Context: an optimization exercise on an open-source flow, tuned for small area. The choices shown serve that exercise and are no tape-out recipe.
RTL that was checked went through simulation tests only; none was proved equivalent to the original.

## dot_product_top
module dot_product_top (
    input  logic        clk,
    input  logic        reset,
    input  logic        up_valid,
    input  logic        up_last,
    input  logic [63:0] up_data,
    input  logic [63:0] up_weight,
    output logic        dn_valid,
    output logic [15:0] dn_data
);
    wire one0;
    wire two1;
    wire p2;
    wire p3;
    wire p4;
    wire p5;
    wire p6;
    wire p7;
    wire p8;
    wire p9;
    wire p10;
    wire p11;
    wire p12;
    wire p13;
    wire p14;
    wire p15;
    wire p16;
    wire p17;
    wire p18;
    wire one19;
    wire two20;
    wire p21;
    wire p22;
    wire p23;
    wire p24;
    wire p25;
    wire p26;
    wire p27;
    wire p28;
    wire p29;
    wire p30;
    wire p31;
    wire p32;
    wire p33;
    wire p34;
    wire p35;
    wire p36;
    wire p37;
    wire one38;
    wire two39;
    wire p40;
    wire p41;
    wire p42;
    wire p43;
    wire p44;
    wire p45;
    wire p46;
    wire p47;
    wire p48;
    wire p49;
    wire p50;
    wire p51;
    wire p52;
    wire p53;
    wire p54;
    wire p55;
    wire p56;
    wire one57;
    wire two58;
    wire p59;
    wire p60;
    wire p61;
    wire p62;
    wire p63;
  ...
For scale: roughly 68 flip-flops, about 0.022 mm² of cells after synthesis.
clock: 6.0 ns
lec_check: 0
abc_area: 1
cap_margin: 20
core_margin: 2
core_utilization: 40
gpl_timing_driven: 0
slew_margin: 20
synth_hierarchical: 1
synth_minimum_keep_size: 0
run.sh (not shown) runs the stock make flow with config.mk's settings and CLKGATE_MAP_FILE= SYNTH_SCRIPT=/design/flow/synth_recipe.tcl, a recipe that flattens the netlist after the stock synthesis.
==> next run, changes <==
==> flow/flow/run.sh (new file) <==
#!/bin/bash
# Standard layout, except that the port buffers use a small plain buffer.
set -euo pipefail
export BUFFER_PORTS_ARGS="-buffer_cell sky130_fd_sc_hd__buf_2"
bash standard.sh > standard.log 2>&1
==> flow/standard.sh (new file) <==
#!/bin/bash
# synth_recipe.tcl (not shown) runs the flow's synth.tcl, then flattens the netlist and writes it again
# the make line also repeats each setting of config.mk as NAME=value (left out here)
make -C /OpenROAD-flow-scripts/flow DESIGN_CONFIG=/design/flow/config.mk WORK_HOME=/design/flow/orfs CLKGATE_MAP_FILE= SYNTH_SCRIPT=/design/flow/synth_recipe.tcl "${@:-finish}"
removed: flow/run.sh
Result: Synthesized area is unchanged; worst setup slack gets better by 0.062 ns; global-route usage grows by 0.17 points; routed wire length is about the same.
==> next run, changes <==
==> flow/flow/run.sh (replaced) <==
#!/bin/bash
# Standard layout, except that the port buffers use a small plain buffer.
set -euo pipefail
export BUFFER_PORTS_ARGS="-buffer_cell sky130_fd_sc_hd__buf_1"
bash standard.sh > standard.log 2>&1
The changed run finished clean.
Cell count hardly moves.
Via count hardly moves.
Setup slack is worse by 0.0078 ns.
Sequential share of layout area barely changes.
Die area is unchanged.

Another version of the RTL of dot_product_top (not shown whole).
For scale: about 2,100 cells after synthesis, ~20,000 sq um of cells after synthesis.
clock: 6.0 ns
lec_check: 0
abc_area: 1
cap_margin: 20
core_margin: 2
core_utilization: 60
cts_buf_list: sky130_fd_sc_hd__clkbuf_4 sky130_fd_sc_hd__clkbuf_8
cts_cluster_size: 30
gpl_timing_driven: 0
setup_slack_margin: 0.05
slew_margin: 20
synth_hierarchical: 1
synth_minimum_keep_size: 0
standard.sh (not shown) runs the stock make flow with config.mk's settings and CLKGATE_MAP_FILE= SYNTH_SCRIPT=/design/flow/synth_recipe.tcl, a recipe that flattens the netlist after the stock synthesis.
==> flow/flow/run.sh <==
#!/bin/bash
# The standard layout with these changes: synthesis as standard, then every
# combinational cell set to its smallest size (the placer's and router's
# repair steps size up what timing needs); the buffers synthesis inserted are
# removed at floorplan; the port buffers are the smallest plain buffer; and
# non-critical gates are downsized after global routing.
set -euo pipefail
export BUFFER_PORTS_ARGS="-buffer_cell sky130_fd_sc_hd__buf_1"
export REMOVE_ABC_BUFFERS=1
export RECOVER_POWER=100
bash standard.sh synth > synth.log 2>&1
SYNTH_ODB=orfs/results/$FLOW_PLATFORM/dot_product_top/base/1_synth.odb openroad -no_init -exit flow/downsize.tcl > downsize.log 2>&1
bash standard.sh > standard.log 2>&1
==> flow/flow/downsize.tcl <==
# Set every combinational cell of the synthesized netlist to its smallest
# drive strength; the layout's own repair steps size up what timing needs.
set odb $::env(SYNTH_ODB)
read_db $odb
set db [ord::get_db]
set block [ord::get_db_block]
set n 0
foreach inst [$block getInsts] {
  set m [[$inst getMaster] getName]
  if { ![regexp {^(sky130_fd_sc_hd__)([a-z0-9]+)_([0-9]+)$} $m -> pfx base drive] } { continue }
  if { [regexp {^(df|edf|sdf|dl|conb|tap|fill|decap|clk)} $base] } { continue }
  if { $drive <= 1 } { continue }
  foreach d {1 0} {
    set t [$db findMaster "${pfx}${base}_${d}"]
    if { $t != "NULL" } {
      $inst swapMaster $t
      incr n
      break
    }
  }
}
puts "downsized $n instances"
write_db $odb
The baseline finished clean.
Next try:
==> flow/flow/run.sh (replaced) <==
#!/bin/bash
# The standard layout with three changes: the port buffers are the smallest
# plain buffer, the buffers that synthesis inserted are removed at floorplan
# (the placer's repair inserts what timing and slew need), and non-critical
# gates are downsized after global routing.
set -euo pipefail
export BUFFER_PORTS_ARGS="-buffer_cell sky130_fd_sc_hd__buf_1"
export REMOVE_ABC_BUFFERS=1
export RECOVER_POWER=100
bash standard.sh > standard.log 2>&1
CORE_UTILIZATION = 40   (was 60)
CTS_BUF_LIST = unset   (was sky130_fd_sc_hd__clkbuf_4 sky130_fd_sc_hd__clkbuf_8)
CTS_CLUSTER_SIZE = unset   (was 30)
SETUP_SLACK_MARGIN = unset   (was 0.05)
removed: flow/flow/downsize.tcl
Outcome:
- The new run completed without violations
- global-route usage shrinks by 13 points
- fmax drops by 0.61%
- design area goes up by 6.1%
- setup slack is worse by 0.036 ns
- hold slack got worse by 0.016 ns
- non-clock buffer count stays the same
Next try:
CORE_UTILIZATION = 60   (was 40)
CTS_BUF_LIST = sky130_fd_sc_hd__clkbuf_8   (was unset)
Outcome:
- worst setup slack improved by 0.061 ns
- design area shrinks slightly
- first-iteration DRC count rises by roughly a tenth
- register-to-register slack stays flat
- clock-buffer cell count does not change
- core utilization goes up by 20 points
- routed wire length came out lower by a few percent
- maximum frequency rose slightly
- synthesized cell count does not change

Setup of the previous run:
Another version of the RTL of dot_product_top (not shown whole).
For scale: roughly 2300 cells after synthesis, ~150 I/O pins, about 21000 sq um of cells after synthesis.
make LEC_CHECK=0 ABC_AREA=1 CAP_MARGIN=20 CORE_MARGIN=2 CORE_UTILIZATION=40 SLEW_MARGIN=20 SYNTH_HIERARCHICAL=1 SYNTH_MINIMUM_KEEP_SIZE=0 finish   # period 6.0 ns
run.sh (not shown) runs the stock make flow with config.mk's settings and CLKGATE_MAP_FILE= SYNTH_SCRIPT=/design/flow/synth_recipe.tcl, a recipe that flattens the netlist after the stock synthesis.
Stock flow here: none of the scripts above is used.
To summarise the previous run: no stage aborted, but the layout did not pass its checks, failing on negative setup slack.
The following lists how the current run was set up differently from the previous run:
- putting GPL_TIMING_DRIVEN at 0 where nothing was set
Notes after the runs:
Ran to the end and failed final checks on negative setup slack: the current run.
Every stage of the previous run finished as expected; the final checks, on the other hand, flagged negative setup slack, which means the layout fails.
Total half-perimeter wirelength after legalization and detailed placement down 4.3% in the current run wrt the previous run
The setup slack of the worst register-to-register path of the current run exceeds that of the previous run by 0.03 ns.
Per the comparison of the current run with the previous run, placed cell count lost 289, clock tree cell share of total cell area climbed 0.18 points, register cell area after layout held, area growth from synthesis to layout fell 15 points.
As of the current run, total detailed-routing wirelength had fallen by a few percent compared to the previous run.
Side by side, routed length on met1 turned out lower in the current run than in the previous run.
Global-route usage: the current run lower than the previous run
When the final numbers for the previous run and the current run were put side by side, the least setup slack across all paths after layout turned out to be greater in the current run.
No functional check of the RTL was part of any run of this note.

dot_product_top with an RTL version that a note above also has.
Size in the first run: roughly 2100 cells after synthesis, about 150 I/O pins, roughly 0.020 sq mm of cells after synthesis.
Settings: LEC_CHECK=0, ABC_AREA=1, CAP_MARGIN=20, CORE_MARGIN=2, CORE_UTILIZATION=60, CTS_BUF_LIST=sky130_fd_sc_hd__clkbuf_8, GPL_TIMING_DRIVEN=0, SETUP_SLACK_MARGIN=0.05, SLEW_MARGIN=20, SYNTH_HIERARCHICAL=1, SYNTH_MINIMUM_KEEP_SIZE=0; clock period 6.0 ns.
standard.sh (not shown) runs the stock make flow with config.mk's settings and CLKGATE_MAP_FILE= SYNTH_SCRIPT=/design/flow/synth_recipe.tcl, a recipe that flattens the netlist after the stock synthesis.
==> flow/flow/run.sh <==
#!/bin/bash
# The standard layout with these changes: synthesis as standard, then every
# combinational cell set to its smallest size (the placer's and router's
# repair steps size up what timing needs); the buffers synthesis inserted are
# removed at floorplan; the port buffers are the smallest plain buffer; and
# non-critical gates are downsized after global routing.
set -euo pipefail
export BUFFER_PORTS_ARGS="-buffer_cell sky130_fd_sc_hd__buf_1"
export REMOVE_ABC_BUFFERS=1
export RECOVER_POWER=100
bash standard.sh synth > synth.log 2>&1
SYNTH_ODB=orfs/results/$FLOW_PLATFORM/dot_product_top/base/1_synth.odb openroad -no_init -exit flow/downsize.tcl > downsize.log 2>&1
bash standard.sh > standard.log 2>&1
==> flow/flow/downsize.tcl <==
# Set every combinational cell of the synthesized netlist to its smallest
# drive strength; the layout's own repair steps size up what timing needs.
set odb $::env(SYNTH_ODB)
read_db $odb
set db [ord::get_db]
set block [ord::get_db_block]
set n 0
foreach inst [$block getInsts] {
  set m [[$inst getMaster] getName]
  if { ![regexp {^(sky130_fd_sc_hd__)([a-z0-9]+)_([0-9]+)$} $m -> pfx base drive] } { continue }
  if { [regexp {^(df|edf|sdf|dl|conb|tap|fill|decap|clk)} $base] } { continue }
  if { $drive <= 1 } { continue }
  foreach d {1 0} {
    set t [$db findMaster "${pfx}${base}_${d}"]
    if { $t != "NULL" } {
      $inst swapMaster $t
      incr n
      break
    }
  }
}
puts "downsized $n instances"
write_db $odb
The starting point went through all stages and came out clean.
Then changed:
CORE_UTILIZATION = 40   (was 60)
CTS_BUF_LIST = not set   (was sky130_fd_sc_hd__clkbuf_8)
SETUP_SLACK_MARGIN = 0.1   (was 0.05)
The new run ran to the end with no violations; design area climbs by a few percent; synthesized cell count does not change; routed wire length climbs by a little under a tenth; clock-buffer cell count climbs by 1; worst setup slack loses 7.6 ps; via count climbs slightly; register-to-register slack loses 110 ps.
Then changed:
--- a/flow/flow/run.sh
+++ b/flow/flow/run.sh
@@ -4,9 +4,11 @@
 # repair steps size up what timing needs); the buffers synthesis inserted are
 # removed at floorplan; the port buffers are the smallest plain buffer; and
-# non-critical gates are downsized after global routing.
+# non-critical gates are downsized after global routing; clock tree
+# synthesis adds no dummy loads.
 set -euo pipefail
 export BUFFER_PORTS_ARGS="-buffer_cell sky130_fd_sc_hd__buf_1"
 export REMOVE_ABC_BUFFERS=1
 export RECOVER_POWER=100
+export CTS_ARGS="-sink_clustering_enable -repair_clock_nets -dont_use_dummy_load -buf_list sky130_fd_sc_hd__clkbuf_8"
 bash standard.sh synth > synth.log 2>&1
 SYNTH_ODB=orfs/results/$FLOW_PLATFORM/dot_product_top/base/1_synth.odb openroad -no_init -exit flow/downsize.tcl > downsize.log 2>&1
CORE_UTILIZATION = 60   (was 40)
CTS_BUF_LIST = sky130_fd_sc_hd__clkbuf_8   (was not set)
Effect: Clock-buffer cell count came out lower by 1; final cell count is lower by 8.2%; routed wire length falls by 7.5%; final area came out lower by 2.6%; via count hardly moves.

## static timing again, ports no longer ideal
The flow's constraints put no driver on any port. The routed layouts listed below were extracted and timed again, unchanged, in two steps. Step 1 (the two cells are an assumption about what drives the block):
set clk [get_ports {clk}]
set_driving_cell -lib_cell sky130_fd_sc_hd__clkbuf_16 $clk
set_driving_cell -lib_cell sky130_fd_sc_hd__buf_2 [delete_from_list [all_inputs] $clk]
Step 2, shift: input delay + t, output delay - t, t = (earliest + latest rising clock arrival at the registers) / 2. This alone moves slack from input paths to output paths. Slacks: no drivers / after step 1 / after step 2; pairs: no drivers / after step 1.
run	t (ns)	slack for setup (ns)	slew at the worst register clock pin (ns)
the first run of note 1	0.360	0.073 / 0.088 / -0.272	0.06 / 0.06
the second run of note 1	0.360	0.136 / 0.152 / -0.209	0.06 / 0.06
the third run of note 1	0.362	0.128 / 0.139 / -0.223	0.06 / 0.06
the first run of note 2	0.383	0.114 / 0.123 / -0.259	0.08 / 0.08
the second run of note 2	0.369	0.077 / 0.089 / -0.280	0.06 / 0.06
the third run of note 2	0.379	0.138 / 0.153 / -0.226	0.08 / 0.08
the previous run	0.366	-0.741 / -0.741 / -0.741	0.06 / 0.06
the current run	0.353	-0.710 / -0.710 / -1.030	0.05 / 0.05
the first run of note 4	0.383	0.114 / 0.123 / -0.259	0.08 / 0.08
the second run of note 4	0.365	0.106 / 0.115 / -0.251	0.06 / 0.06
the third run of note 4	0.368	0.073 / 0.076 / -0.292	0.08 / 0.08
With both steps, setup timing fails in 9 of these runs, where it was met with ideal ports.
